This is an optimization exercise on Yosys and OpenROAD, whose aim is small area and a short achievable clock period, not a production implementation. Function was checked by simulation only, so behaviour that the tests miss may differ from the original. No activity file was given, so power comes from the tool's default toggle rates.

===== design.v =====
package param_rr_scheduler_pkg;
  localparam int DISPATCH_W   = 32;
  localparam int DEST_LSB_DEF = 2;
  function automatic int clog2(input int v);
    int r;
    begin
      r = 0;
      while ((1 << r) < v) r = r + 1;
      clog2 = r;
    end
  endfunction
endpackage
module sched_fifo_sync
#(
  parameter int DATA_W = 32,
  parameter int DEPTH  = 16
) (
  input  logic                  i_clk,
  input  logic                  i_rst,
  input  logic                  i_wr_en,
  input  logic [DATA_W-1:0]     i_wr_data,
  input  logic                  i_rd_en,
  output logic [DATA_W-1:0]     o_rd_data,
  output logic [param_rr_scheduler_pkg::clog2(DEPTH):0] o_count,
  output logic                  o_full,
  output logic                  o_nempty
);
  localparam int AW = param_rr_scheduler_pkg::clog2(DEPTH);
  localparam int BD = DEPTH - 1;    
  logic [DATA_W-1:0] mem [BD];
  logic [DATA_W-1:0] head;
  logic [DATA_W-1:0] mem_rd;
  logic [BD-1:0]     wr_ptr;     
  logic [BD-1:0]     rd_ptr;     
  logic [AW:0]       count;
  logic [AW:0]       count_inc;    
  logic [AW:0]       count_dec;    
  logic              cnt_up;
  logic              cnt_dn;
  logic              nempty;
  logic              one;        
  logic              full;       
  logic              do_wr;
  logic              ld_mem;
  logic              ld_wr;
  logic              hold;
  logic [BD-1:0]     wr_sel;
  logic [BD-1:0]     rd_sel;
  assign o_full    = count[AW];
  assign o_nempty  = nempty;
  assign o_count   = count;
  assign o_rd_data = head;
  assign do_wr     = i_wr_en && !full;
  assign wr_sel    = wr_ptr;
  assign rd_sel    = rd_ptr;
  always_comb begin
    logic ones, zeros;
    ones  = 1'b1;
    zeros = 1'b1;
    for (int i = 0; i <= AW; i++) begin
      count_inc[i] = ones;
      count_dec[i] = zeros;
      ones  = ones  &&  count[i];
      zeros = zeros && !count[i];
    end
  end
  assign cnt_up = do_wr && !i_rd_en;
  assign cnt_dn = i_rd_en && !do_wr;
  assign ld_mem = i_rd_en && !one;
  assign ld_wr  = do_wr && (!nempty || (i_rd_en && one));
  assign hold   = !(ld_mem || ld_wr);
  always_comb begin
    mem_rd = '0;
    for (int i = 0; i < BD; i++)
      mem_rd = mem_rd | (mem[i] & {DATA_W{rd_sel[i]}});
  end
  always_ff @(posedge i_clk) begin
    head <= (head      & {DATA_W{hold}})
          | (mem_rd    & {DATA_W{ld_mem}})
          | (i_wr_data & {DATA_W{ld_wr}});
  end
  always_ff @(posedge i_clk) begin
    if (i_rst) begin
      wr_ptr <= BD'(1);
      rd_ptr <= BD'(1);
      count  <= '0;
      nempty <= 1'b0;
      one    <= 1'b0;
      full   <= 1'b0;
    end else begin
      if (do_wr && !ld_wr) wr_ptr <= {wr_ptr[BD-2:0], wr_ptr[BD-1]};
      if (ld_mem)          rd_ptr <= {rd_ptr[BD-2:0], rd_ptr[BD-1]};
      count <= count ^ ((count_inc & {(AW+1){cnt_up}})
                      | (count_dec & {(AW+1){cnt_dn}}));
      nempty <= do_wr || (nempty && !(i_rd_en && one));
      one    <= (one && !cnt_up && !cnt_dn)
             || (!nempty && cnt_up)
             || (count == (AW+1)'(2) && cnt_dn);
      full   <= (full && !cnt_dn)
             || (count == (AW+1)'(DEPTH-1) && cnt_up);
    end
  end
  always_ff @(posedge i_clk) begin
    for (int i = 0; i < BD; i++)
      if (do_wr && wr_sel[i]) mem[i] <= i_wr_data;
  end
endmodule
module param_rr_scheduler
#(
  parameter int NUM_PORTS  = 4,
  parameter int DATA_W     = param_rr_scheduler_pkg::DISPATCH_W,
  parameter int FIFO_DEPTH = 16,
  parameter int NUM_OUT    = 4,
  parameter int DEST_LSB   = param_rr_scheduler_pkg::DEST_LSB_DEF
) (
  input  logic                                      i_clk,
  input  logic                                      i_rst,
  input  logic [NUM_PORTS*DATA_W-1:0]               i_wr_data,
  input  logic [NUM_PORTS-1:0]                      i_wr_en,
  output logic [NUM_PORTS-1:0]                      o_full,
  output logic [NUM_PORTS*(param_rr_scheduler_pkg::clog2(FIFO_DEPTH)+1)-1:0] o_level,
  input  logic                                      i_mode,
  output logic                                      o_cb_valid,
  input  logic                                      i_cb_ready,
  output logic [DATA_W-1:0]                         o_cb_data,
  output logic [param_rr_scheduler_pkg::clog2(NUM_OUT)-1:0]                 o_cb_sel,
  output logic [param_rr_scheduler_pkg::clog2(NUM_PORTS)-1:0]               o_cb_src
);
  localparam int LW    = param_rr_scheduler_pkg::clog2(FIFO_DEPTH) + 1;
  localparam int SEL_W = param_rr_scheduler_pkg::clog2(NUM_OUT);
  localparam int SRC_W = param_rr_scheduler_pkg::clog2(NUM_PORTS);
  logic [DATA_W-1:0]    head [NUM_PORTS];
  logic [LW-1:0]        cnt  [NUM_PORTS];
  logic [NUM_PORTS-1:0] req;
  logic [NUM_PORTS-1:0] pop;
  logic [NUM_PORTS-1:0] rr_oh;      
  logic [NUM_PORTS-1:0] gnt_rr;
  logic [NUM_PORTS-1:0] gnt_sp;
  logic [NUM_PORTS-1:0] gnt;
  logic [SRC_W-1:0]     gnt_idx;
  logic                 gnt_vld;
  logic                 loadable;
  logic [DATA_W-1:0]    gnt_data;
  for (genvar k = 0; k < NUM_PORTS; k++) begin : g_q
    sched_fifo_sync #(
      .DATA_W(DATA_W),
      .DEPTH (FIFO_DEPTH)
    ) u_fifo (
      .i_clk    (i_clk),
      .i_rst    (i_rst),
      .i_wr_en  (i_wr_en[k]),
      .i_wr_data(i_wr_data[k*DATA_W +: DATA_W]),
      .i_rd_en  (pop[k]),
      .o_rd_data(head[k]),
      .o_count  (cnt[k]),
      .o_full   (o_full[k]),
      .o_nempty (req[k])
    );
    assign o_level[k*LW +: LW] = cnt[k];
    assign pop[k] = loadable && gnt[k];
  end
  assign loadable = !o_cb_valid || i_cb_ready;
  assign gnt_vld  = |req;
  always_comb begin : p_arb
    logic blocked;
    int   idx;
    gnt_sp  = '0;
    blocked = 1'b0;
    for (int i = 0; i < NUM_PORTS; i++) begin
      gnt_sp[i] = req[i] && !blocked;
      blocked   = blocked || req[i];
    end
    gnt_rr = '0;
    for (int k = 0; k < NUM_PORTS; k++) begin
      for (int d = 0; d < NUM_PORTS; d++) begin
        blocked = 1'b0;
        for (int e = 1; e <= d; e++)
          blocked = blocked || req[(k - e + NUM_PORTS) % NUM_PORTS];
        gnt_rr[k] = gnt_rr[k] ||
                    (rr_oh[(k - d + NUM_PORTS) % NUM_PORTS] && !blocked);
      end
      gnt_rr[k] = gnt_rr[k] && req[k];
    end
  end
  assign gnt = i_mode ? gnt_sp : gnt_rr;
  always_comb begin
    gnt_idx  = o_cb_src  & {SRC_W{!loadable}};
    gnt_data = o_cb_data & {DATA_W{!loadable}};
    for (int i = 0; i < NUM_PORTS; i++) begin
      gnt_idx  = gnt_idx  | (SRC_W'(i) & {SRC_W{pop[i]}});
      gnt_data = gnt_data | (head[i]   & {DATA_W{pop[i]}});
    end
  end
  assign o_cb_sel = o_cb_data[DEST_LSB +: SEL_W];
  always_ff @(posedge i_clk) begin
    if (i_rst) begin
      o_cb_valid <= 1'b0;
      rr_oh      <= NUM_PORTS'(1);
    end else if (loadable) begin
      o_cb_valid <= gnt_vld;
      if (gnt_vld) rr_oh <= {gnt[NUM_PORTS-2:0], gnt[NUM_PORTS-1]};
    end
  end
  always_ff @(posedge i_clk) begin
    o_cb_data <= gnt_data;
    o_cb_src  <= gnt_idx;
  end
endmodule

===== flow/run.sh =====
#!/bin/bash
# The standard ORFS layout (the standard.sh, standard synthesis), with
# two changes to how the layout is built:
#  - clock tree: larger sink clusters and no dummy loads, so fewer leaf
#    buffers drive the registers (every register still gets its clock
#    through the same three buffer levels);
#  - port buffers: a plain buf_2 on every input and output port instead of
#    the delay cell buffer_ports picks by default.
# make's full output goes to flow_make.log here; ORFS keeps each step's log
# under orfs/logs/.
set -euo pipefail
export CTS_ARGS="-sink_clustering_enable -repair_clock_nets -dont_use_dummy_load -sink_clustering_size 24 -sink_clustering_max_diameter 150"
export BUFFER_PORTS_ARGS="-buffer_cell sky130_fd_sc_hd__buf_2"
bash standard.sh finish > flow_make.log 2>&1

===== standard.sh =====
#!/bin/bash
# synth_recipe.tcl (not shown) runs the flow's synth.tcl, then flattens the netlist and writes it again
# the make line also repeats each setting of config.mk as NAME=value (left out here)
make -C /OpenROAD-flow-scripts/flow DESIGN_CONFIG=/design/flow/config.mk WORK_HOME=/design/flow/orfs CLKGATE_MAP_FILE= SYNTH_SCRIPT=/design/flow/synth_recipe.tcl "${@:-finish}"

===== config.mk =====
export PLATFORM = sky130hd
export DESIGN_NAME = param_rr_scheduler
export DESIGN_NICKNAME = param_rr_scheduler
export VERILOG_FILES = /design/flow/design.v
export SDC_FILE = /design/flow/constraint.sdc
export NUM_CORES = 4
export LEC_CHECK = 0
export CAP_MARGIN = 20
export CORE_MARGIN = 2
export CORE_UTILIZATION = 55
export SETUP_SLACK_MARGIN = 2.55
export SLEW_MARGIN = 20

===== constraint.sdc =====
create_clock -name core_clock -period 4.5 [get_ports {i_clk}]
set_input_delay 0.9000 -clock core_clock [delete_from_list [all_inputs] [get_ports {i_clk}]]
set_output_delay 0.9000 -clock core_clock [all_outputs]
set_load 0.01 [all_outputs]

==> notes.md, run 1 <==
setup ws final=2.232 ns; Sw Pwr=roughly 8400 uW; Slew Limit Fails=0; I/O Pins=roughly 200; Seq/Total Area, Yosys=0.7957; WS Path Type=reg2reg; asr flop ratio synth=0; Slowest Stage Delay on Critical Path=~0.49 ns; fillcell total=10364; CP required=5.18 ns; initial core utilization=0.5536; Clock Pin Slew Worst Setup and Hold Paths=0.10 ns; RSZ-0062 raised after global routing=yes; type of the tightest min-delay check=reg2reg; Cell Area, Synth=roughly 80000 um2; crit path launch type=flop; main flop type after synthesis=edfxtp_1; Hold Path Cell Cnt=2; post-synth top area share=0.7164; Max-Cap Viols=0; number of flops mapped to enable cells by yosys=roughly 1900; hold wc startpoint=g_q[1].u_fifo.wr_ptr[11]; largest area contributor in the netlist=edfxtp_1; largest cells by area after synthesis=edfxtp_1, dfxtp_1, a22oi_1; Critical Path Fanout Max=4; WHS=about 0.48 ns; IO buf count=between 150 and 200; DR vias=around 47000; Sw Share=0.2306; Non-Filler Instances=approximately 6700; H-Tree Level Count=3; die area=approximately 150000 um2; count leader, synth=edfxtp_1; final worst path period share=0.5041; vias in the first global route=around 44000; Mapped Nets=roughly 4700; HPWL after DPL=approximately 130 mm; Layout Nets=between 4000 and 5000; status=no timing/DRC/antenna violations; area delta synth->final=12.51%; final setup fails=0; die height=just under 400 um; worst path cell trace=nor2_2, o211ai_1, a21oi_4, ha_4, or3b_4, or4b_4, a21oi_2; final hold vios=0; Max clock buf depth=3; largest net degree at the start of global routing=80; Slowest-stage cell, CP=or4b_4; R2R cell count=7; Hold Buf Count CTS=0; top cells by count, synth=edfxtp_1, a22oi_1, dfxtp_1; Critical R2R Capture=g_q[0].u_fifo.one; Synth cell types=a little under 70; Syn Area/Cell=about 17 um2; share of cells above drive strength 1=0.2060; initial DRC count=~7000; Yosys reg bits=2239; R2R Setup Slk=2.23 ns; Worst-Margin Slew=~1.2 ns; clock skew=about 0.048 ns; Sequential Power Share=0.650; Critical Path AT=around 3.0 ns; grt ovf=0; CTS tree=built; fin crit period=between 2 and 2.5 ns; first-pass GRT wire length=roughly 340 mm; Power Density=about 400 nW/um2; Final GP Congestion=between 0.8 and 0.9; worst hold path endpoint=g_q[1].u_fifo.wr_ptr[12]; max_slew headroom=0.2047; Root Driver=clkbuf_16; DR pass1 iterations=8; internal power=about 28000 uW; placed instance count=6444; reg-to-reg critical path startpoint=g_q[3].u_fifo.nempty; Peak supply drop=around 0.33 mV; die width=approximately 390 um; core area=145400 um2; initial antenna violation count=36; clock latency at the later pin of the worst-skew pair=roughly 0.75 ns; Lkg Pwr=around 0.028 uW; post-detailed-route wirelength per cell=roughly 37 um; row cnt=140; Comb pwr share=0.071; total power=roughly 37000 uW; Yosys warnings=5; crit path buf inv count=0; post-synthesis cell count=4599; cts bufs inserted=103; gr usage total=0.3177; setup_tns=0 ns; drt drc=0; detailed-route wire length=249.5 mm; Setup crit end kind=flop; routed vias/inst=7.033; Sink Count=~2200; DRT antenna net count=0; CP delay by family, top=simple AND/OR/NAND/NOR gates; pre-CTS worst setup slack=1.162 ns; Clock Power Share=0.279; Fmax achieved=about 0.44 GHz
[repair_timing]
item,4_1_cts,5_1_grt
resized for setup,318,258
setup endpoints to repair,1311,610
cloned,20,34
buffers inserted,76,50
pin swaps,41,138
[registers in the layout, summed over array words and instances, names as in the netlist]
signal             count
g_q.u_fifo.one         4
g_q.u_fifo.rd_ptr     60
g_q.u_fifo.count      20
g_q.u_fifo.full        4
g_q.u_fifo.mem      1920
g_q.u_fifo.head      128
g_q.u_fifo.nempty      4
rr_oh                  4
o_cb_valid             1
o_cb_data             32
g_q.u_fifo.wr_ptr     60
o_cb_src               2
[worst reg2reg max path, stage by stage (launching register included)]
cell	delay [ns]
dfxtp_4	0.39
nor2_2	0.19
o211ai_1	0.20
a21oi_4	0.25
ha_4	0.17
or3b_4	0.39
or4b_4	0.49
a21oi_2	0.12
[layer usage]
layer	wire [um]	GRT usage
met3	26610	0.06297
met5	225	0
met1	99570	0.4632
met2	115500	0.4930
met4	7565	0.08506
[metrics by stage]
stage                     utilization  cell area [um2]
after floorplan                     -            81350
after global placement         0.5753            83640
after detailed placement       0.5756            83690
after CTS                      0.6073            88290
after global routing           0.6227            90540
final                          0.6228            90550
[cells by family (layout without fill, tap and decap cells)]
kind of cell / Yosys count / in the layout / synth area share
compound gates: 1349 / 1355 / 0.1377
xor+xnor: 20 / 20 / 0.002177
fa+ha+maj: 8 / 8 / 0.001244
buf+inv: 369 / 556 / 0.02093
flops: 2239 / 2239 / 0.7957
mux: 62 / 62 / 0.007711
other cells: 0 / 7 / 0
simple gates: 552 / 570 / 0.03451
[final cells by class]
cell class	count	area, um2	area share
multi-input cells	2015	16750	0.1850
inverters	17	98.84	0.001092
clock buffers	103	2577	0.02847
repair inverters	1	7.507	0.00008291
flip-flops and latches	2239	64320	0.7104
repair buffers	435	4372	0.04828
diodes	7	17.52	0.0001935
well taps	1917	2399	0.02649
[worst max-delay path by stage]
| stage | start | cells after the start | slack (ns) | to |
|---|---|---|---|---|
| finish | g_q[3].u_fifo.nempty | 7 | 2.23 | g_q[0].u_fifo.one |
| global placement | i_mode | 12 | 1.17 | g_q[3].u_fifo.count[4] |
| floorplan | i_cb_ready | 9 | 1.55 | g_q[0].u_fifo.one |
| CTS | o_cb_src[0] | 1 | 2.24 | o_cb_src[0] |
| global route | g_q[1].u_fifo.nempty | 7 | 2.20 | g_q[0].u_fifo.one |
| detailed placement | i_mode | 12 | 1.16 | g_q[3].u_fifo.count[4] |
[layout by cell type (no fill, tap or decap), drive strengths merged, types with 9 or more instances in the layout]
master / synthesis / routed
nand4: 9 / 9
dfxtp: 319 / 319
a221o: 128 / 128
nand3: 71 / 71
nand2b: 12 / 12
a222oi: 128 / 128
buf: 83 / 418
inv: 16 / 12
nor2: 103 / 103
a21oi: 87 / 87
nand2: 149 / 149
and2: 60 / 75
mux2i: 62 / 62
o21ai: 24 / 24
xor2: 14 / 14
a31oi: 121 / 121
a221oi: 240 / 240
a22oi: 355 / 355
edfxtp: 1920 / 1920
clkbuf: 269 / 119
a22o: 241 / 244
and3: 120 / 121
[power groups by stage]
stage / Clock (uW) / Combinational, uW / Sequential, uW
final: 10200 / 2600 / 23800
after global routing: 10900 / 2720 / 23800
after CTS: 10300 / 2220 / 23800
after detailed placement: 0 / 1850 / 24200
after global placement: 0 / 1810 / 24200
after floorplan: 0 / 1090 / 23700
==> inputs of run 2 (changes only) <==
==> flow/run.sh (replaced) <==
#!/bin/bash
# The standard ORFS layout (the standard.sh, standard synthesis), with
# three changes to how the layout is built:
#  - clock tree: larger sink clusters and no dummy loads, so fewer leaf
#    buffers drive the registers (every register still gets its clock
#    through the same three buffer levels);
#  - port buffers: a plain buf_2 on every input and output port instead of
#    the delay cell buffer_ports picks by default;
#  - pin placement: the crossbar output pins (o_cb_*) are kept together in
#    the middle of the top edge (flow/pre_io.tcl), so the output register
#    can sit next to them.
# make's full output goes to flow_make.log here; ORFS keeps each step's log
# under orfs/logs/.
set -euo pipefail
export CTS_ARGS="-sink_clustering_enable -repair_clock_nets -dont_use_dummy_load -sink_clustering_size 24 -sink_clustering_max_diameter 150"
export BUFFER_PORTS_ARGS="-buffer_cell sky130_fd_sc_hd__buf_2"
export PRE_IO_PLACEMENT_TCL="$PWD/flow/pre_io.tcl"
bash standard.sh finish > flow_make.log 2>&1
==> flow/pre_io.tcl (new file) <==
# Keep the crossbar output pins together on the top edge, centred, so the
# output register sits next to them.
set die [[ord::get_db_block] getDieArea]
set w [expr {[$die xMax] / 1000.0}]
set lo [expr {round($w * 0.5 - 40)}]
set hi [expr {round($w * 0.5 + 40)}]
set_io_pin_constraint -pin_names [get_ports {o_cb_data* o_cb_sel* o_cb_src* o_cb_valid}] -region top:$lo-$hi
==> run 2 against run 1 <==
Compared with the run above:
- highest routed layer unchanged
- worst setup slack improved by 0.028 ns
- via count decreased by 0.79%
- sequential power is essentially flat
- still clean on timing, DRC and antenna
- register-to-register slack better by 0.03 ns
- flip-flop and latch count unchanged
- global-route usage increased by 0.086 points
- area after synthesis unchanged
- non-clock buffer count up 11
- first-iteration DRC count shrank 11%
- clock power about the same
- synthesized cell count stayed put
- count of clock-buffer cells in the layout unchanged
==> notes.md, run 2 <==
Worst-Margin Slew=1.133 ns (-0.05947 ns); final hold vios=0 (unchanged); Yosys reg bits=2239 (unchanged); Sequential Power Share=0.652 (+0.002); Peak supply drop=0.4096 mV (+23%); Slowest-stage cell, CP=dfxtp_2; setup_tns=0 ns (unchanged); die height=386.5 um (unchanged); CP required=5.13 ns (-0.05 ns); clock skew=0.04258 ns (-0.005577 ns); number of flops mapped to enable cells by yosys=1920 (unchanged); fin crit period=2.240 ns (-0.02789 ns); Comb pwr share=0.069 (-0.002); Fmax achieved=0.4463 GHz (+1.2%); main flop type after synthesis=edfxtp_1; clock latency at the later pin of the worst-skew pair=0.74 ns (about the same); Seq/Total Area, Yosys=0.7957 (unchanged); vias in the first global route=44370 (+0.91%); Cell Area, Synth=80480 um2 (unchanged); core area=145400 um2 (unchanged); largest area contributor in the netlist=edfxtp_1; IO buf count=196 (unchanged); internal power=28170 uW (about the same); grt ovf=0 (unchanged); fillcell total=10570 (+2.0%); post-synth top area share=0.7164 (unchanged); Clock Pin Slew Worst Setup and Hold Paths=0.10 ns (about the same); Sw Pwr=8460 uW (+0.15%); largest net degree at the start of global routing=141 (+76%); type of the tightest min-delay check=reg2reg; detailed-route wire length=248.9 mm (-0.25%); number of flip-flops in the largest register=1920 (unchanged); WS Path Type=reg2reg; Root Driver=clkbuf_16; Yosys warnings=5 (unchanged); final worst path period share=0.4979 (-0.006198); HPWL after DPL=126.1 mm (-0.30%); Max-Cap Viols=0 (unchanged); asr flop ratio synth=0 (unchanged); DRT antenna net count=0 (unchanged); RSZ-0062 raised after global routing=yes; Power Density=406.2 nW/um2 (+0.41%); Slowest Stage Delay on Critical Path=0.34 ns (-0.15 ns); Slew Limit Fails=0 (unchanged); cts bufs inserted=103 (unchanged); routed vias/inst=6.968 (-0.92%); WHS=0.4690 ns (-0.01396 ns); Sw Share=0.2310 (+0.0003646); Critical Path AT=2.87 ns (-0.08 ns); M1 GR Usage=0.4425 (-0.02072); setup ws final=2.260 ns (+0.02789 ns); area delta synth->final=12.04%; crit path launch type=flop; Synth cell types=68 (unchanged); initial DRC count=6041 (-11%); row cnt=140 (unchanged); biggest regs=g_q.u_fifo.mem: 1920 flops, g_q.u_fifo.head: 128 flops; M2 GR Usage=0.5052 (+0.01223); share of cells above drive strength 1=0.1917 (-0.01433); gr usage total=0.3186 (+0.0008568); largest cells by area after synthesis=edfxtp_1, dfxtp_1, a22oi_1; Final GP Congestion=0.8084 (-5.7%); first-pass GRT wire length=339.8 mm (+0.38%); top cells by count, synth=edfxtp_1, a22oi_1, dfxtp_1; Sink Count=2239 (unchanged); Setup crit end kind=flop; most common cell after layout, fill and taps aside=edfxtp_1; initial core utilization=0.5536 (unchanged); pre-CTS worst setup slack=1.167 ns (+0.005200 ns); total power=36630 uW (about the same); M3 GR Usage=0.06451 (+0.001542); busiest grt layer=met2; post-detailed-route wirelength per cell=36.91 um (-0.38%); CTS tree=built; H-Tree Level Count=3 (unchanged); count leader, synth=edfxtp_1; Lkg Pwr=0.02851 uW (+0.23%); Mapped Nets=4743 (unchanged); die area=149400 um2 (unchanged); Max clock buf depth=3 (unchanged); DR vias=46984 (-0.79%); worst path cell trace=or2_4, buf_12, buf_4, buf_6, a221oi_4, a21o_4, nor2_4, clkbuf_16, a221o_1; Layout Nets=4966 (+0.20%); Clock Power Share=0.279 (about the same); max_slew headroom=0.2443 (+0.03965); status=no timing/DRC/antenna violations; final setup fails=0 (unchanged); Critical Path Fanout Max=8 (+4); initial antenna violation count=32 (-11%); Syn Area/Cell=17.50 um2 (unchanged); Biggest register=g_q.u_fifo.mem; DR pass1 iterations=9 (+1); I/O Pins=197 (unchanged); drt drc=0 (unchanged); post-synthesis cell count=4599 (unchanged); commonest non-fill, non-tap cells in the layout=edfxtp_1, a22oi_1, a22o_1, a221oi_1, dfxtp_1; die width=386.5 um (unchanged)
==> run 2: cell counts after synthesis <==
Identical to the previous run, type by type.
==> run 2: metal layers <==
metal | up-vias | wire (um)
met2 | 2417 | 116800
li1 | 19497 | -
met5 | - | 155
met4 | 24 | 10990
met1 | 24614 | 96510
met3 | 432 | 24470
==> run 2: worst paths after layout <==
check,startpoint,to,slack [ns],depth (start not counted)
setup / recovery,rr_oh[0],g_q[1].u_fifo.head[26],2.26,9
hold / removal,g_q[1].u_fifo.rd_ptr[13],g_q[1].u_fifo.rd_ptr[13],0.47,2
setup reg to reg,rr_oh[0],g_q[1].u_fifo.head[26],2.26,9
hold reg to reg,g_q[1].u_fifo.rd_ptr[13],g_q[1].u_fifo.rd_ptr[13],0.47,2
==> run 2: cells by family (layout without fill, tap and decap cells) <==
family | Yosys count | in the layout | synth area share
other | 0 | 6 | 0
AOI/OAI and AO/OA | 1349 | 1353 | 0.1377
adders and majority gates | 8 | 8 | 0.001244
xor gates and xnor gates | 20 | 20 | 0.002177
DFF | 2239 | 2239 | 0.7957
and+or+nand+nor | 552 | 572 | 0.03451
muxes | 62 | 62 | 0.007711
buffers and inverters | 369 | 566 | 0.02093
==> run 2: cell type report <==
cell class / count / area, um2 / area share
diodes: 6 / 15.01 / 0.0001665
repair buffers: 446 / 4588 / 0.05088
clock buffers: 103 / 2577 / 0.02858
well taps: 1917 / 2399 / 0.02660
flip-flops and latches: 2239 / 64310 / 0.7132
multi-input cells: 2015 / 16170 / 0.1794
inverters: 17 / 110.1 / 0.001221
==> run 2: power by group through the flow <==
stage / combinational (uW) / sequential (uW) / clock [uW]
2_1_floorplan: 1090 / 23700 / 0
3_3_place_gp: 1800 / 24300 / 0
3_5_place_dp: 1850 / 24300 / 0
4_1_cts: 2220 / 23800 / 10300
5_1_grt: 2650 / 23900 / 10900
6_report: 2540 / 23900 / 10200
==> run 2: critical path: cells and delay by family, from the launching register on <==
kind | cells | cell delay (ns)
flip-flops | 1 | 0.34
buffers and inverters | 4 | 0.59
AO/OA/AOI/OAI | 3 | 0.81
AND/OR/NAND/NOR | 2 | 0.37
==> run 2: through the flow <==
stage	cell area, um2	util	instances
2_1_floorplan	81350	-	4599
4_1_cts	88180	0.6065	6639
3_5_place_dp	83610	0.5751	6441
3_3_place_gp	83610	0.5751	6441
6_report	90170	0.6202	6743
5_1_grt	90170	0.6202	6740
==> run 2: what timing repair did <==
| action | CTS | global route |
|---|---|---|
| setup buffers | 78 | 60 |
| endpoints found under the setup margin | 1196 | 774 |
| hold buffers | 0 | 0 |
| cloned | 17 | 37 |
| pin swaps | 41 | 126 |
| resized for setup | 331 | 155 |
==> inputs of run 3 (changes only) <==
--- a/config.mk
+++ b/config.mk
@@ -6,7 +6,8 @@
 export NUM_CORES = 4
 export LEC_CHECK = 0
+export ABC_CLOCK_PERIOD_IN_PS = 2500
 export CAP_MARGIN = 20
 export CORE_MARGIN = 2
 export CORE_UTILIZATION = 55
-export SETUP_SLACK_MARGIN = 2.55
+export SETUP_SLACK_MARGIN = 2.45
 export SLEW_MARGIN = 20
==> run 3 against run 2 <==
Compared with the run above:
- final area is 1.5% lower
- flip-flop and latch count stayed put
- fmax is 0.39% higher
- worst setup slack better by 0.0088 ns
- combinational power is 7% lower
- wire length is 1.9% lower
- synthesized cell count stayed put
- count of clock-buffer cells in the layout stayed put
- power is 0.69% lower
- first-iteration DRC count is 10% higher
- highest routed layer unchanged
==> notes.md, run 3 <==
Clock Pin Slew Worst Setup and Hold Paths=0.10 ns (about the same); post-synthesis cell count=4599 (unchanged); busiest grt layer=met2; CP required=5.17 ns (+0.04 ns); Worst-Margin Slew=1.159 ns (+0.02532 ns); Yosys reg bits=2239 (unchanged); Clock Power Share=0.279 (about the same); Seq/Total Area, Yosys=0.7957 (unchanged); end of the critical path=g_q[0].u_fifo.one; routed vias/inst=6.997 (+0.41%); I/O Pins=197 (unchanged); Synth Area in XOR/XNOR=0.002177 (unchanged); cts bufs inserted=103 (unchanged); M1 GR Usage=0.4492 (+0.006728); post-synth top area share=0.7164 (unchanged); final worst path period share=0.4959 (-0.001949); worst setup path start=i_cb_ready; first-pass GRT wire length=336.3 mm (-1.0%); R2R cell count=8 (-1); R2R Setup Slk=2.28 ns (+0.02 ns); Syn Area/Cell=17.50 um2 (unchanged); DRT antenna net count=0 (unchanged); Max-Cap Viols=0 (unchanged); Fmax achieved=0.4481 GHz (+0.39%); HPWL after DPL=126.3 mm (+0.14%); Max clock buf depth=3 (unchanged); biggest regs=g_q.u_fifo.mem: 1920 flops, g_q.u_fifo.head: 128 flops; grt ovf=0 (unchanged); Multi-input gate area=15840 um2 (-2.1%); number of flops mapped to enable cells by yosys=1920 (unchanged); initial DRC count=6649 (+10%); main flop type after synthesis=edfxtp_1; Critical R2R Capture=g_q[0].u_fifo.one; Synth cell types=68 (unchanged); largest family of logic cells by synthesized area=compound AO/OA/AOI/OAI gates; final hold vios=0 (unchanged); max_slew headroom=0.2275 (-0.01688); Critical Path Fanout Max=9 (+1); Lkg Pwr=0.02780 uW (-2.5%); number of flip-flops in the largest register=1920 (unchanged); register area=64320 um2 (about the same); row cnt=140 (unchanged); die area=149400 um2 (unchanged); simple-gate share of the synthesized area=0.03451 (unchanged); Final GP Congestion=0.8180 (+1.2%); status=no timing/DRC/antenna violations; WS Path Type=in2reg; M3 GR Usage=0.05706 (-0.007454); gr usage total=0.3150 (-0.003589); post-route cell area=88850 um2 (-1.5%); most common cell after layout, fill and taps aside=edfxtp_1; type of the tightest min-delay check=reg2reg; commonest non-fill, non-tap cells in the layout=edfxtp_1, a22oi_1, a22o_1; internal power=28060 uW (-0.39%); Slew Limit Fails=0 (unchanged); Critical Path AT=2.90 ns (+0.03 ns); Peak supply drop=0.3011 mV (-27%); asr flop ratio synth=0 (unchanged); core area=145400 um2 (unchanged); CTS tree=built; top cells by count, synth=edfxtp_1, a22oi_1, dfxtp_1; DR pass1 iterations=6 (-3); Comb pwr share=0.065 (-0.004); post-synthesis mux area share=0.007711 (unchanged); Power Density=409.4 nW/um2 (+0.79%); fillcell total=10678 (+1.0%); DR vias=46800 (-0.39%); RSZ-0062 raised after global routing=yes; Adder-Cell Fraction of Synth Area=0.001244 (unchanged); initial core utilization=0.5536 (unchanged); clock skew=0.06598 ns (+0.02340 ns); share of cells above drive strength 1=0.1730 (-0.01873); final setup fails=0 (unchanged); Synth Area in Compound Gates=0.1377 (unchanged); Cell Area, Synth=80480 um2 (unchanged); Sink Count=2239 (unchanged); Sw Share=0.2287 (-0.002318); largest area contributor in the netlist=edfxtp_1; die width=386.5 um (unchanged); Setup crit end kind=flop; Sw Pwr=8317 uW (-1.7%); Mapped Nets=4743 (unchanged); H-Tree Level Count=3 (unchanged); Yosys warnings=5 (unchanged); crit path launch type=input pin; die height=386.5 um (unchanged); Post-DP Area=83610 um2 (about the same); Root Driver=clkbuf_16; Biggest register=g_q.u_fifo.mem; vias in the first global route=43992 (-0.85%); post-detailed-route wirelength per cell=36.51 um (-1.1%); M2 GR Usage=0.4935 (-0.01177); IO buf count=196 (unchanged); setup_tns=0 ns (unchanged); detailed-route wire length=244.2 mm (-1.9%); fin crit period=2.232 ns (-0.008770 ns); clock latency at the later pin of the worst-skew pair=0.75 ns (about the same); area delta synth->final=10.40%; largest cells by area after synthesis=edfxtp_1, dfxtp_1, a22oi_1; initial antenna violation count=38 (+19%); drt drc=0 (unchanged); reg-to-reg critical path startpoint=g_q[1].u_fifo.nempty; Sequential Power Share=0.656 (+0.004); Layout Nets=4904 (-1.2%); largest net degree at the start of global routing=141 (unchanged); count leader, synth=edfxtp_1
run 3: cell types whose count changed in the layout (fill, tap and decap cells not counted), moves of 10 or more:
cell,before,now
nand2_1,125,149
a31oi_1,118,104
and2_4,72,60
dfxtp_2,59,48
nand3_1,49,60
buf_4,120,143
nand2_4,17,0
nand3_2,19,9
buf_12,50,21
buf_6,105,84
run 3: what timing repair did:
action	in CTS	in global routing
hold buffers	0	0
gates cloned	3	26
pin swaps	16	52
buffers inserted	60	38
resized for setup	256	92
setup endpoints to repair	1262	275
run 3: how the worst min path moves through the flow:
stage	startpoint	endpoint	slack, ns	cells past startpoint
after global routing	i_wr_data[49]	g_q[1].u_fifo.mem[0][17]	0.49	1
final	g_q[3].u_fifo.wr_ptr[9]	g_q[3].u_fifo.wr_ptr[10]	0.48	2
after global placement	g_q[3].u_fifo.wr_ptr[14]	g_q[3].u_fifo.wr_ptr[14]	0.46	2
after CTS	i_wr_data[61]	g_q[1].u_fifo.mem[9][29]	0.46	1
after detailed placement	g_q[1].u_fifo.wr_ptr[1]	g_q[1].u_fifo.wr_ptr[2]	0.47	2
after floorplan	rr_oh[0]	rr_oh[0]	0.43	2
run 3: power by group through the flow:
| stage | sequential [uW] | combinational (uW) | clock (uW) |
|---|---|---|---|
| 3_5_place_dp | 24300 | 1850 | 0 |
| 5_1_grt | 23800 | 2490 | 10900 |
| 2_1_floorplan | 23700 | 1090 | 0 |
| 3_3_place_gp | 24300 | 1810 | 0 |
| 4_1_cts | 23800 | 2120 | 10200 |
| 6_report | 23900 | 2360 | 10200 |
run 3: logic make-up after synthesis:
logic type / count (synthesis)
and+or+nand+nor: 552
buffers and inverters: 369
adders and majority gates: 8
AOI/OAI and AO/OA: 1349
DFF: 2239
muxes: 62
xor gates and xnor gates: 20
run 3: cell type report:
cell class,instances,share of cell area
diodes,14,0.0003943
clock buffers,103,0.02901
inverters,17,0.001042
multi-input cells,1996,0.1783
flip-flops and latches,2239,0.7239
well taps,1917,0.02700
repair buffers,403,0.04033
run 3: critical path, stage by stage:
cell,delay (ns)
buf_2,0.19
nand2b_4,0.24
o211ai_1,0.11
buf_4,0.16
a21oi_4,0.15
ha_4,0.15
or3b_4,0.40
or4b_4,0.48
a21oi_1,0.12
run 3: layer usage:
metal,vias to the layer above,wire [um]
li1,19337,-
met1,24479,96370
met2,2545,114300
met3,409,24000
met4,30,9396
met5,-,169
run 3: through the flow:
step	hold slack, ns	total power [uW]	utilization	cells	worst slack [ns]
2_1_floorplan	0.4284	24770	-	4599	1.555
3_3_place_gp	0.4618	26080	0.5750	6444	1.140
3_5_place_dp	0.4718	26110	0.5751	6444	1.131
4_1_cts	0.4566	36190	0.6020	6610	2.257
5_1_grt	0.4855	37220	0.6110	6684	2.199
6_report	0.4789	36370	0.6111	6689	2.268
==> inputs of run 4 (changes only) <==
--- a/design.v
+++ b/design.v
@@ -39,6 +39,5 @@
   logic              cnt_dn;
   logic              nempty;
-  logic              one;        
-  logic              full;       
+  logic              one;
   logic              do_wr;
   logic              ld_mem;
@@ -51,5 +50,6 @@
   assign o_count   = count;
   assign o_rd_data = head;
-  assign do_wr     = i_wr_en && !full;
+  assign do_wr     = i_wr_en && !count[AW];
+  assign one       = (count == (AW+1)'(1));
   assign wr_sel    = wr_ptr;
   assign rd_sel    = rd_ptr;
@@ -86,6 +86,4 @@
       count  <= '0;
       nempty <= 1'b0;
-      one    <= 1'b0;
-      full   <= 1'b0;
     end else begin
       if (do_wr && !ld_wr) wr_ptr <= {wr_ptr[BD-2:0], wr_ptr[BD-1]};
@@ -94,9 +92,4 @@
                       | (count_dec & {(AW+1){cnt_dn}}));
       nempty <= do_wr || (nempty && !(i_rd_en && one));
-      one    <= (one && !cnt_up && !cnt_dn)
-             || (!nempty && cnt_up)
-             || (count == (AW+1)'(2) && cnt_dn);
-      full   <= (full && !cnt_dn)
-             || (count == (AW+1)'(DEPTH-1) && cnt_up);
     end
   end
--- a/config.mk
+++ b/config.mk
@@ -6,5 +6,4 @@
 export NUM_CORES = 4
 export LEC_CHECK = 0
-export ABC_CLOCK_PERIOD_IN_PS = 2500
 export CAP_MARGIN = 20
 export CORE_MARGIN = 2
==> run 4 against run 3 <==
Compared with the run above:
- clock power hardly changed
- highest routed layer unchanged
- clock skew is 0.010 ns higher
- count of clock-buffer cells in the layout shrank 1
- still clean
- sequential share of layout area down 0.72 points
- critical path type is now reg2out
- wire length rose by 3.6%
- power is 5.2% higher
- flip-flop and latch count shrank 8
- via count grew 2.4%
- fmax fell by 2.2%
- die area increased by 0.31%
==> notes.md, run 4 <==
H-Tree Level Count=3 (unchanged); M2 GR Usage=0.5031 (+0.009690); M3 GR Usage=0.06410 (+0.007037); initial antenna violation count=30 (-21%); IO buf count=196 (unchanged); type of the tightest min-delay check=reg2reg; Setup crit end kind=primary output; final setup fails=0 (unchanged); clock skew=0.07644 ns (+0.01046 ns); grt ovf=0 (unchanged); Power Density=427.3 nW/um2 (+4.4%); Mapped Nets=4892 (+3.1%); Peak supply drop=0.3351 mV (+11%); worst setup path start=o_cb_data[25]; Clock Pin Slew Worst Setup and Hold Paths=0.10 ns (about the same); commonest non-fill, non-tap cells in the layout=edfxtp_1, a22oi_1, nand3_1; routed vias/inst=6.991 (about the same); HPWL after DPL=124.2 mm (-1.7%); detailed-route wire length=253.1 mm (+3.6%); die area=149900 um2 (+0.31%); clock latency at the later pin of the worst-skew pair=0.79 ns (+0.04 ns); number of flip-flops in the largest register=1920 (unchanged); Slew Limit Fails=0 (unchanged); post-synthesis cell count=4748 (+3.2%); Slowest-stage cell, CP=dfxtp_4; R2R cell count=9 (+1); Seq/Total Area, Yosys=0.7913 (-0.004426); R2R Setup Slk=2.31 ns (+0.03 ns); Critical R2R Capture=g_q[3].u_fifo.head[13]; post-detailed-route wirelength per cell=36.92 um (+1.1%); M1 GR Usage=0.4644 (+0.01522); count leader, synth=edfxtp_1; fin crit period=2.281 ns (+0.04978 ns); status=no timing/DRC/antenna violations; RSZ-0062 raised after global routing=yes; asr flop ratio synth=0 (unchanged); Max clock buf depth=3 (unchanged); die height=387.1 um (+0.15%); area delta synth->final=10.89%; Crit path depth=1 (-8); gr usage total=0.3257 (+0.01073); Synth cell types=59 (-13%); DR pass1 iterations=8 (+2); DR vias=47922 (+2.4%); fillcell total=10660 (-0.17%); Non-Filler Instances=6855 (+2.5%); DRT antenna net count=0 (unchanged); number of flops mapped to enable cells by yosys=1920 (unchanged); Critical Path Fanout Max=2 (-7); initial DRC count=6859 (+3.2%); Slowest Stage Delay on Critical Path=0.46 ns (-0.02 ns); largest cells by area after synthesis=edfxtp_1, dfxtp_1, a22oi_1; core area=145700 um2 (+0.24%); die width=387.1 um (+0.15%); WHS=0.4425 ns (-0.03635 ns); final hold vios=0 (unchanged); post-synth top area share=0.7142 (-0.002198); Root Driver=clkbuf_16; Fmax achieved=0.4383 GHz (-2.2%); main flop type after synthesis=edfxtp_1; Critical Path AT=1.38 ns (-1.52 ns); CTS tree=built; largest area contributor in the netlist=edfxtp_1; max_slew headroom=0.1688 (-0.05869); cts bufs inserted=102 (-0.97%); Max-Cap Viols=0 (unchanged); Cell Area, Synth=80730 um2 (+0.31%); busiest grt layer=met2; crit path launch type=flop; placed instance count=6584 (+2.2%); most common cell after layout, fill and taps aside=edfxtp_1; Hold Path Cell Cnt=2 (unchanged); Sink Count=2231 (-0.36%); drt drc=0 (unchanged); setup_tns=0 ns (unchanged); Layout Nets=5071 (+3.4%); reg-to-reg critical path startpoint=rr_oh[0]; Final GP Congestion=0.9395 (+15%); Yosys reg bits=2231 (-0.36%); Lkg Pwr=0.02839 uW (+2.1%); initial core utilization=0.5539 (about the same); WS Path Type=reg2out; top cells by count, synth=edfxtp_1, a22oi_1, dfxtp_1; row cnt=140 (unchanged); largest net degree at the start of global routing=72 (-49%); CP delay by family, top=flip-flops; share of cells above drive strength 1=0.1695 (-0.003429); end of the critical path=o_cb_data[25]; Yosys warnings=5 (unchanged); worst path cell trace=buf_6; I/O Pins=197 (unchanged); Worst-Margin Slew=1.247 ns (+0.08803 ns); final worst path period share=0.5070 (+0.01106); Biggest register=g_q.u_fifo.mem; crit path buf inv count=1 (-1); biggest regs=g_q.u_fifo.mem: 1920 flops, g_q.u_fifo.head: 128 flops; CP required=3.60 ns (-1.57 ns); first-pass GRT wire length=346.0 mm (+2.9%); Syn Area/Cell=17.00 um2 (-2.8%); vias in the first global route=44771 (+1.8%)
run 4: metrics by stage:
stage / total power [uW] / utilization / setup slack (ns) / cell area, um2
after floorplan: 25530 / - / 1.804 / 81110
after global placement: 27400 / 0.5735 / 1.254 / 83580
after detailed placement: 27450 / 0.5739 / 1.270 / 83630
after CTS: 37730 / 0.6041 / 2.232 / 88040
after global routing: 39130 / 0.6141 / 2.195 / 89500
final: 38250 / 0.6143 / 2.219 / 89520
run 4: kinds of logic after synthesis:
group                    count (synthesis)  synth area share
flip-flops                            2231            0.7913
AO/OA/AOI/OAI                         1238            0.1219
AND/OR/NAND/NOR                        699           0.04402
buffers and inverters                  400           0.02047
multiplexers                           152           0.01885
XOR/XNOR                                20          0.002170
adder cells (fa/ha/maj)                  8          0.001240
run 4: how the worst min path moves through the flow:
stage	start	to
floorplan	g_q[3].u_fifo.head[0]	g_q[3].u_fifo.head[0]
global placement	g_q[3].u_fifo.rd_ptr[7]	g_q[3].u_fifo.rd_ptr[8]
detailed placement	o_cb_data[0]	o_cb_data[0]
CTS	g_q[3].u_fifo.rd_ptr[6]	g_q[3].u_fifo.rd_ptr[7]
global route	g_q[3].u_fifo.rd_ptr[6]	g_q[3].u_fifo.rd_ptr[7]
finish	g_q[3].u_fifo.rd_ptr[6]	g_q[3].u_fifo.rd_ptr[7]
run 4: layout make-up:
| cell class | count | area (um2) | area share |
|---|---|---|---|
| Multi-Input combinational cell | 2147 | 16400 | 0.1832 |
| Sequential cell | 2231 | 64160 | 0.7167 |
| Tap cell | 1917 | 2399 | 0.02679 |
| Clock buffer | 102 | 2552 | 0.02851 |
| Inverter | 50 | 211.5 | 0.002362 |
| Timing Repair Buffer | 395 | 3760 | 0.04200 |
| Antenna cell | 13 | 32.53 | 0.0003634 |
run 4: layer usage:
layer	share of wire	up-vias	wire, um
met5	0.00057	-	145
met4	0.042	24	10520
met3	0.10	508	26060
met2	0.46	2733	117000
met1	0.39	24937	99340
li1	-	19720	-
run 4: repair_timing:
| item | 4_1_cts | 5_1_grt |
|---|---|---|
| hold buffers | 0 | 0 |
| resized for setup | 296 | 162 |
| pin swaps | 31 | 59 |
| gates cloned | 35 | 19 |
| setup buffers | 52 | 49 |
| setup endpoints to repair | 1306 | 1245 |
run 4: where the power goes:
group          total, uW  leakage, uW  switching, uW  internal [uW]
Clock              10100      0.00126           6080           4050
Combinational       3610      0.00716           2050           1560
Sequential         24500       0.0200           1330          23200
==> inputs of run 5 (changes only) <==
--- a/config.mk
+++ b/config.mk
@@ -8,5 +8,5 @@
 export CAP_MARGIN = 20
 export CORE_MARGIN = 2
-export CORE_UTILIZATION = 55
+export CORE_UTILIZATION = 65
 export SETUP_SLACK_MARGIN = 2.45
 export SLEW_MARGIN = 20
==> run 5 against run 4 <==
Compared with the run above:
- critical endpoint is now g_q[0].u_fifo.mem[9][0]
- sequential share of layout area up 0.53 points
- still clean on timing, DRC and antenna
- wire length fell by 5.1%
- cell count shrank 4.4%
- critical path type is now reg2reg
==> notes.md, run 5 <==
status=no timing/DRC/antenna violations; largest net degree at the start of global routing=99 (+38%); Yosys warnings=5 (unchanged); IO buf count=196 (unchanged); Critical Path AT=2.61 ns (+1.23 ns); Peak supply drop=0.3453 mV (+3.0%); Biggest register=g_q.u_fifo.mem; Mapped Nets=4892 (unchanged); placed instance count=6283 (-4.6%); Hold Buf Count CTS=0 (unchanged); number of flops mapped to enable cells by yosys=1920 (unchanged); Non-Filler Instances=6553 (-4.4%); clock skew=0.04370 ns (-0.03274 ns); fillcell total=7837 (-26%); DR pass1 iterations=6 (-2); largest area contributor in the netlist=edfxtp_1; drt drc=0 (unchanged); Power Density=427.1 nW/um2 (about the same); Cell Area, Synth=80730 um2 (unchanged); Clock Pin Slew Worst Setup and Hold Paths=0.10 ns (about the same); routed vias/inst=7.253 (+3.8%); initial DRC count=7761 (+13%); largest cells by area after synthesis=edfxtp_1, dfxtp_1, a22oi_1; H-Tree Level Count=3 (unchanged); Root Driver=clkbuf_16; Critical Path Fanout Max=16 (+14); end of the critical path=g_q[0].u_fifo.mem[9][0]; biggest regs=g_q.u_fifo.mem: 1920 flops, g_q.u_fifo.head: 128 flops; main flop type after synthesis=edfxtp_1; RSZ-0062 raised after global routing=yes; Max clock buf depth=3 (unchanged); Max-Cap Viols=0 (unchanged); post-synthesis cell count=4748 (unchanged); setup_tns=0 ns (unchanged); I/O Pins=197 (unchanged); commonest non-fill, non-tap cells in the layout=edfxtp_1, a22oi_1, nand3_1; area delta synth->final=10.04%; Critical R2R Capture=g_q[0].u_fifo.mem[9][0]; Lkg Pwr=0.02821 uW (-0.65%); vias in the first global route=44743 (-0.063%); worst setup path start=g_q[0].u_fifo.count[4]; WS Path Type=reg2reg; CP required=4.87 ns (+1.27 ns); worst path cell trace=buf_4, nor2b_4, clkbuf_4, and2_2; Worst-Margin Slew=1.218 ns (-0.02889 ns); row cnt=129 (-7.9%); Layout Nets=5046 (-0.49%); Yosys reg bits=2231 (unchanged); final worst path period share=0.4999 (-0.007124); DRT antenna net count=0 (unchanged); cts bufs inserted=102 (unchanged); top cells by count, synth=edfxtp_1, a22oi_1, dfxtp_1; gr usage total=0.3606 (+0.03489); crit path launch type=flop; clock latency at the later pin of the worst-skew pair=0.75 ns (-0.04 ns); die area=127000 um2 (-15%); initial antenna violation count=31 (+3.3%); HPWL after DPL=116.9 mm (-5.9%); share of cells above drive strength 1=0.1592 (-0.01036); number of flip-flops in the largest register=1920 (unchanged); asr flop ratio synth=0 (unchanged); fin crit period=2.249 ns (-0.03206 ns); count leader, synth=edfxtp_1; reg-to-reg critical path startpoint=g_q[0].u_fifo.count[4]; Setup crit end kind=flop; most common cell after layout, fill and taps aside=edfxtp_1; die height=356.4 um (-7.9%); DR vias=47532 (-0.81%); final hold vios=0 (unchanged); Slew Limit Fails=0 (unchanged); type of the tightest min-delay check=reg2reg; Slowest Stage Delay on Critical Path=0.69 ns (+0.23 ns); CTS tree=built; die width=356.4 um (-7.9%); R2R Setup Slk=2.25 ns (-0.06 ns); R2R cell count=4 (-5); initial core utilization=0.6538 (+0.09988); Seq/Total Area, Yosys=0.7913 (unchanged); grt ovf=0 (unchanged); Synth cell types=59 (unchanged); detailed-route wire length=240.2 mm (-5.1%); post-detailed-route wirelength per cell=36.65 um (-0.73%); core area=123500 um2 (-15%); final setup fails=0 (unchanged); post-synth top area share=0.7142 (unchanged); Fmax achieved=0.4446 GHz (+1.4%); max_slew headroom=0.1880 (+0.01926); Syn Area/Cell=17.00 um2 (unchanged); Final GP Congestion=0.8805 (-6.3%); Sink Count=2231 (unchanged); first-pass GRT wire length=324.4 mm (-6.2%); Slowest-stage cell, CP=and2_2
-- run 5: cell counts after synthesis --
No cell type changed its count.
-- run 5: worst min path at each step --
| stage | endpoint | from | slack, ns | depth (start not counted) |
|---|---|---|---|---|
| floorplan | g_q[3].u_fifo.head[0] | g_q[3].u_fifo.head[0] | 0.43 | 2 |
| global placement | g_q[1].u_fifo.wr_ptr[3] | g_q[1].u_fifo.wr_ptr[2] | 0.46 | 2 |
| detailed placement | g_q[1].u_fifo.wr_ptr[13] | g_q[1].u_fifo.wr_ptr[12] | 0.47 | 2 |
| CTS | g_q[1].u_fifo.wr_ptr[13] | g_q[1].u_fifo.wr_ptr[12] | 0.48 | 2 |
| global route | g_q[1].u_fifo.wr_ptr[14] | g_q[1].u_fifo.wr_ptr[13] | 0.50 | 2 |
| finish | g_q[1].u_fifo.wr_ptr[11] | g_q[1].u_fifo.wr_ptr[10] | 0.49 | 2 |
-- run 5: critical path: cells and delay by family, from the launching register on --
family                 cells  cell delay (ns)
and+or+nand+nor            2             0.95
DFF                        1             0.39
buffers and inverters      2             0.54
-- run 5: layout make-up --
type | instances | area [um2] | share of cell area
inverters | 50 | 206.4 | 0.002324
multi-input cells | 2144 | 16250 | 0.1829
clock buffers | 102 | 2552 | 0.02873
well taps | 1637 | 2048 | 0.02306
diodes | 16 | 40.04 | 0.0004507
flip-flops and latches | 2231 | 64140 | 0.7220
repair buffers | 373 | 3602 | 0.04055
-- run 5: cell families after synthesis --
logic type / Yosys count / share of synthesized area
buffers and inverters: 400 / 0.02047
muxes: 152 / 0.01885
adders and majority gates: 8 / 0.001240
AOI/OAI and AO/OA: 1238 / 0.1219
and+or+nand+nor: 699 / 0.04402
xor gates and xnor gates: 20 / 0.002170
DFF: 2231 / 0.7913
-- run 5: stage by stage --
step	setup WS, ns	hold WS, ns	instance area [um2]	util	power (uW)
6_report	2.251	0.4920	88840	0.7195	37950
3_5_place_dp	1.263	0.4688	83090	0.6729	27310
3_3_place_gp	1.275	0.4648	83070	0.6727	27240
2_1_floorplan	1.804	0.4324	81110	-	25530
5_1_grt	2.203	0.4995	88830	0.7194	38800
4_1_cts	2.260	0.4823	87440	0.7082	37430
-- run 5: report_power, final --
part           switching [uW]  leakage, uW  internal, uW
Clock                    5960      0.00126          4050
Combinational            1990      0.00698          1550
Sequential               1240       0.0200         23200
-- run 5: layer usage --
metal  up-vias  wire length [um]  GRT usage
met5         -               185          0
met4        32             12400     0.1558
met3       553             30750    0.08747
met2      3225            109000     0.5497
met1     24071             87830     0.5037
li1      19651                 -          -
-- run 5: what timing repair did --
| item | CTS | global route |
|---|---|---|
| pin swaps | 19 | 71 |
| cloned | 17 | 39 |
| endpoints found under the setup margin | 597 | 1447 |
| gates resized for setup | 285 | 123 |
| buffers inserted | 56 | 40 |
==> inputs of run 6 (changes only) <==
--- a/design.v
+++ b/design.v
@@ -36,12 +36,15 @@
   logic [AW:0]       count_inc;    
   logic [AW:0]       count_dec;    
-  logic              cnt_up;
-  logic              cnt_dn;
+  logic [AW:0]       count_p1;
+  logic [AW:0]       count_m1;
   logic              nempty;
-  logic              one;
+  logic              one;        
+  logic              full;       
   logic              do_wr;
   logic              ld_mem;
   logic              ld_wr;
-  logic              hold;
+  logic              sel_wr;
+  logic              sel_mem;
+  logic              sel_head;
   logic [BD-1:0]     wr_sel;
   logic [BD-1:0]     rd_sel;
@@ -50,6 +53,5 @@
   assign o_count   = count;
   assign o_rd_data = head;
-  assign do_wr     = i_wr_en && !count[AW];
-  assign one       = (count == (AW+1)'(1));
+  assign do_wr     = i_wr_en && !full;
   assign wr_sel    = wr_ptr;
   assign rd_sel    = rd_ptr;
@@ -65,9 +67,11 @@
     end
   end
-  assign cnt_up = do_wr && !i_rd_en;
-  assign cnt_dn = i_rd_en && !do_wr;
+  assign count_p1 = count ^ count_inc;
+  assign count_m1 = count ^ count_dec;
   assign ld_mem = i_rd_en && !one;
   assign ld_wr  = do_wr && (!nempty || (i_rd_en && one));
-  assign hold   = !(ld_mem || ld_wr);
+  assign sel_wr   = i_rd_en ? one : !nempty;
+  assign sel_mem  = i_rd_en && !one;
+  assign sel_head = !i_rd_en && nempty;
   always_comb begin
     mem_rd = '0;
@@ -76,7 +80,7 @@
   end
   always_ff @(posedge i_clk) begin
-    head <= (head      & {DATA_W{hold}})
-          | (mem_rd    & {DATA_W{ld_mem}})
-          | (i_wr_data & {DATA_W{ld_wr}});
+    head <= (head      & {DATA_W{sel_head}})
+          | (mem_rd    & {DATA_W{sel_mem}})
+          | (i_wr_data & {DATA_W{sel_wr}});
   end
   always_ff @(posedge i_clk) begin
@@ -86,9 +90,18 @@
       count  <= '0;
       nempty <= 1'b0;
+      one    <= 1'b0;
+      full   <= 1'b0;
     end else begin
       if (do_wr && !ld_wr) wr_ptr <= {wr_ptr[BD-2:0], wr_ptr[BD-1]};
       if (ld_mem)          rd_ptr <= {rd_ptr[BD-2:0], rd_ptr[BD-1]};
-      count <= count ^ ((count_inc & {(AW+1){cnt_up}})
-                      | (count_dec & {(AW+1){cnt_dn}}));
+      if (i_rd_en) begin
+        count <= do_wr ? count : count_m1;
+        one   <= do_wr ? one   : (count == (AW+1)'(2));
+        full  <= 1'b0;    
+      end else begin
+        count <= do_wr ? count_p1 : count;
+        one   <= do_wr ? !nempty  : one;
+        full  <= do_wr ? (count == (AW+1)'(DEPTH-1)) : full;
+      end
       nempty <= do_wr || (nempty && !(i_rd_en && one));
     end
--- a/config.mk
+++ b/config.mk
@@ -8,5 +8,5 @@
 export CAP_MARGIN = 20
 export CORE_MARGIN = 2
-export CORE_UTILIZATION = 65
-export SETUP_SLACK_MARGIN = 2.45
+export CORE_UTILIZATION = 55
+export SETUP_SLACK_MARGIN = 2.5
 export SLEW_MARGIN = 20
==> run 6 against run 5 <==
Compared with the run above:
- largest power group unchanged
- area after synthesis rose by 0.47%
- sequential power fell by 3%
- sequential share of layout area fell by 1.1 points
- clock power barely moved
- via count rose by 2.5%
- synthesized cell count rose by 0.27%
- still clean on timing, DRC and antenna
- worst setup slack improved by 0.019 ns
- wire length rose by 6.9%
- combinational power fell by 23%
- final area rose by 1.7%
- non-clock buffer count rose by 32
==> notes.md, run 6 <==
status=no timing/DRC/antenna violations; Most Frequent Cell on Critical Path=buf_6; DRT antenna net count=0 (unchanged); Power Density=404.5 nW/um2 (-5.3%); top cells by count, synth=edfxtp_1, a22oi_1, dfxtp_1; Final GP Congestion=0.8760 (-0.51%); detailed-route wire length=256.7 mm (+6.9%); Layout Nets=5083 (+0.73%); main flop type after synthesis=edfxtp_1; crit path launch type=flop; Mapped Nets=4897 (+0.10%); clock skew=0.03769 ns (-0.006012 ns); metal2 WL=119.7 mm (+9.8%); WHS=0.4748 ns (-0.01716 ns); Hold Buf Count CTS=0 (unchanged); post-detailed-route wirelength per cell=37.29 um (+1.7%); I/O Pins=197 (unchanged); worst path cell trace=and2b_2, buf_6, buf_6, o211a_4, o21ai_4, buf_12, mux2i_4, mux2_4; Setup crit end kind=flop; row cnt=140 (+8.5%); final worst path period share=0.4955 (-0.004329); number of flip-flops in the largest register=1920 (unchanged); largest cells by area after synthesis=edfxtp_1, dfxtp_1, a22oi_1; HPWL after DPL=128.2 mm (+9.7%); count leader, synth=edfxtp_1; most common cell after layout, fill and taps aside=edfxtp_1; final hold vios=0 (unchanged); Yosys reg bits=2239 (+0.36%); Critical Path Fanout Max=5 (-11); post-synth top area share=0.7109 (-0.003316); die height=388.0 um (+8.9%); Worst-Margin Slew=1.191 ns (-0.02680 ns); fillcell total=10703 (+37%); type of the tightest min-delay check=reg2reg; post-synthesis cell count=4761 (+0.27%); setup_tns=0 ns (unchanged); Root Driver=clkbuf_16; CP delay by family, top=multiplexers; share of cells above drive strength 1=0.1723 (+0.01311); register area=64270 um2 (+0.20%); CTS tree=built; Slowest Stage Delay on Critical Path=0.39 ns (-0.30 ns); Syn Area/Cell=17.04 um2 (+0.19%); Clock Pin Slew Worst Setup and Hold Paths=0.11 ns (about the same); routed vias/inst=7.078 (-2.4%); Slowest-stage cell, CP=dfxtp_4; grt ovf=0 (unchanged); crit path buf inv count=3 (+1); initial antenna violation count=31 (unchanged); Critical Path AT=2.88 ns (+0.27 ns); final setup fails=0 (unchanged); largest net degree at the start of global routing=91 (-8.1%); die area=150600 um2 (+19%); Lkg Pwr=0.02872 uW (+1.8%); Cell Area, Synth=81110 um2 (+0.47%); Biggest register=g_q.u_fifo.mem; max_slew headroom=0.2059 (+0.01786); Seq/Total Area, Yosys=0.7896 (-0.001700); asr flop ratio synth=0 (unchanged); vias in the first global route=44724 (-0.042%); gr usage total=0.3225 (-0.03814); M1 wire length=100.5 mm (+14%); initial core utilization=0.5552 (-0.09863); Yosys warnings=5 (unchanged); cts bufs inserted=103 (+0.98%); area delta synth->final=11.38%; CP required=5.15 ns (+0.28 ns); Slew Limit Fails=0 (unchanged); biggest regs=g_q.u_fifo.mem: 1920 flops, g_q.u_fifo.head: 128 flops; largest area contributor in the netlist=edfxtp_1; Final Util=0.6183 (-0.1011); initial DRC count=7155 (-7.8%); IO buf count=196 (unchanged); WS Path Type=reg2reg; clock latency at the later pin of the worst-skew pair=0.74 ns (about the same); Top Metal Used=met5; H-Tree Level Count=3 (unchanged); number of flops mapped to enable cells by yosys=1920 (unchanged); DR WL met3=25.23 mm (-18%); first-pass GRT wire length=345.5 mm (+6.5%); Fmax achieved=0.4484 GHz (+0.87%); fin crit period=2.230 ns (-0.01948 ns); Max-Cap Viols=0 (unchanged); DR pass1 iterations=7 (+1); commonest non-fill, non-tap cells in the layout=edfxtp_1, a22oi_1, dfxtp_1; RSZ-0062 raised after global routing=yes; die width=388.0 um (+8.9%); drt drc=0 (unchanged); core area=146100 um2 (+18%); Max clock buf depth=3 (unchanged); DR vias=48722 (+2.5%); Synth cell types=68 (+15%); Multi-input gate area=16980 um2 (+4.5%); Peak supply drop=0.3673 mV (+6.4%); Sink Count=2239 (+0.36%)
run 6: logic make-up after synthesis:
kind of cell	share of synthesized area
AO/OA/AOI/OAI	0.1316
XOR/XNOR	0.0007559
buffers and inverters	0.01918
flip-flops	0.7896
multiplexers	0.01242
AND/OR/NAND/NOR	0.04645
run 6: area by class of cell:
type	instances	area share
multi-input combinational	2189	0.1880
sequential	2239	0.7115
inverter	9	0.0003740
tap	1917	0.02655
clock buffer	103	0.02853
timing repair buffer	405	0.04448
antenna	22	0.0006094
run 6: worst paths after layout:
kind,slack [ns],endpoint,from,cells after the start
setup / recovery,2.27,g_q[2].u_fifo.count[4],g_q[1].u_fifo.nempty,8
setup reg to reg,2.27,g_q[2].u_fifo.count[4],g_q[1].u_fifo.nempty,8
hold / removal,0.47,o_cb_src[0],o_cb_src[0],1
hold reg to reg,0.47,o_cb_src[0],o_cb_src[0],1
run 6: stage by stage:
stage | power, uW | worst slack (ns) | cells | cell area, um2
6_report | 36540 | 2.270 | 6884 | 90330
2_1_floorplan | 24780 | 2.124 | 4761 | 81970
5_1_grt | 37360 | 2.256 | 6873 | 90310
3_5_place_dp | 26050 | 1.296 | 6568 | 84170
3_3_place_gp | 26000 | 1.373 | 6566 | 84110
4_1_cts | 36320 | 2.258 | 6776 | 88940
run 6: worst register-to-register path, stage by stage (launching register included):
cell and delay, ns:
dfxtp_4 0.39, and2b_2 0.26, buf_6 0.13, buf_6 0.11, o211a_4 0.28, o21ai_4 0.21
buf_12 0.18, mux2i_4 0.25, mux2_4 0.32
run 6: report_power, final:
| group | switching (uW) | leakage [uW] | internal (uW) | total [uW] |
|---|---|---|---|---|
| registers | 661 | 0.0200 | 22900 | 23600 |
| clock network | 6130 | 0.00127 | 4090 | 10200 |
| logic | 1620 | 0.00741 | 1120 | 2730 |
| total | 8410 | 0.0287 | 28100 | 36500 |
run 6: routing by layer:
metal,up-vias,track usage
met2,2816,0.5081
met1,25432,0.4576
met3,453,0.05094
met4,20,0.1210
met5,-,0
li1,20001,-
run 6: repair_timing:
item,CTS,global route
setup endpoints to repair,559,2101
buffers inserted,73,44
gates resized for setup,301,120
pin swaps,39,55
cloned,32,42

[separate check: timing with driven ports]
In the flow no input, the clock included, has a driving cell. The finished layouts below were timed again as built, in two steps. Step 1 (the two cells are an assumption about what drives the block):
set clk [get_ports {i_clk}]
set_driving_cell -lib_cell sky130_fd_sc_hd__clkbuf_16 $clk
set_driving_cell -lib_cell sky130_fd_sc_hd__buf_2 [delete_from_list [all_inputs] $clk]
Step 2 adds t to the input delays and takes it off the output delays; t is the mean of the earliest and latest rising clock arrival at the registers after step 1. Input paths then give back, and output paths get back, about the clock's delay inside the block. a / b / c = ideal ports / drivers / drivers and shift; a / b = the first two.
run | t (ns) | setup slack, ns | worst register clock-pin slew, ns | worst data-port slew with drivers (ns) | pins driven straight from the clock port
run 1 | 0.817 | 2.232 / 2.176 / 1.495 | 0.10 / 0.10 | 0.15 | 1
run 2 | 0.814 | 2.260 / 2.219 / 1.508 | 0.10 / 0.10 | 0.15 | 1
run 3 | 0.804 | 2.268 / 2.206 / 1.520 | 0.10 / 0.10 | 0.15 | 1
run 4 | 0.841 | 2.219 / 2.132 / 1.528 | 0.10 / 0.10 | 0.21 | 1
run 5 | 0.804 | 2.251 / 2.188 / 1.535 | 0.10 / 0.10 | 0.14 | 1
run 6 | 0.819 | 2.270 / 2.203 / 1.678 | 0.11 / 0.11 | 0.17 | 1
After both steps setup and hold are still met in every run listed. For run 2, which loses most, drivers alone change the setup slack by -0.041 ns; drivers and shift together by -0.752 ns.
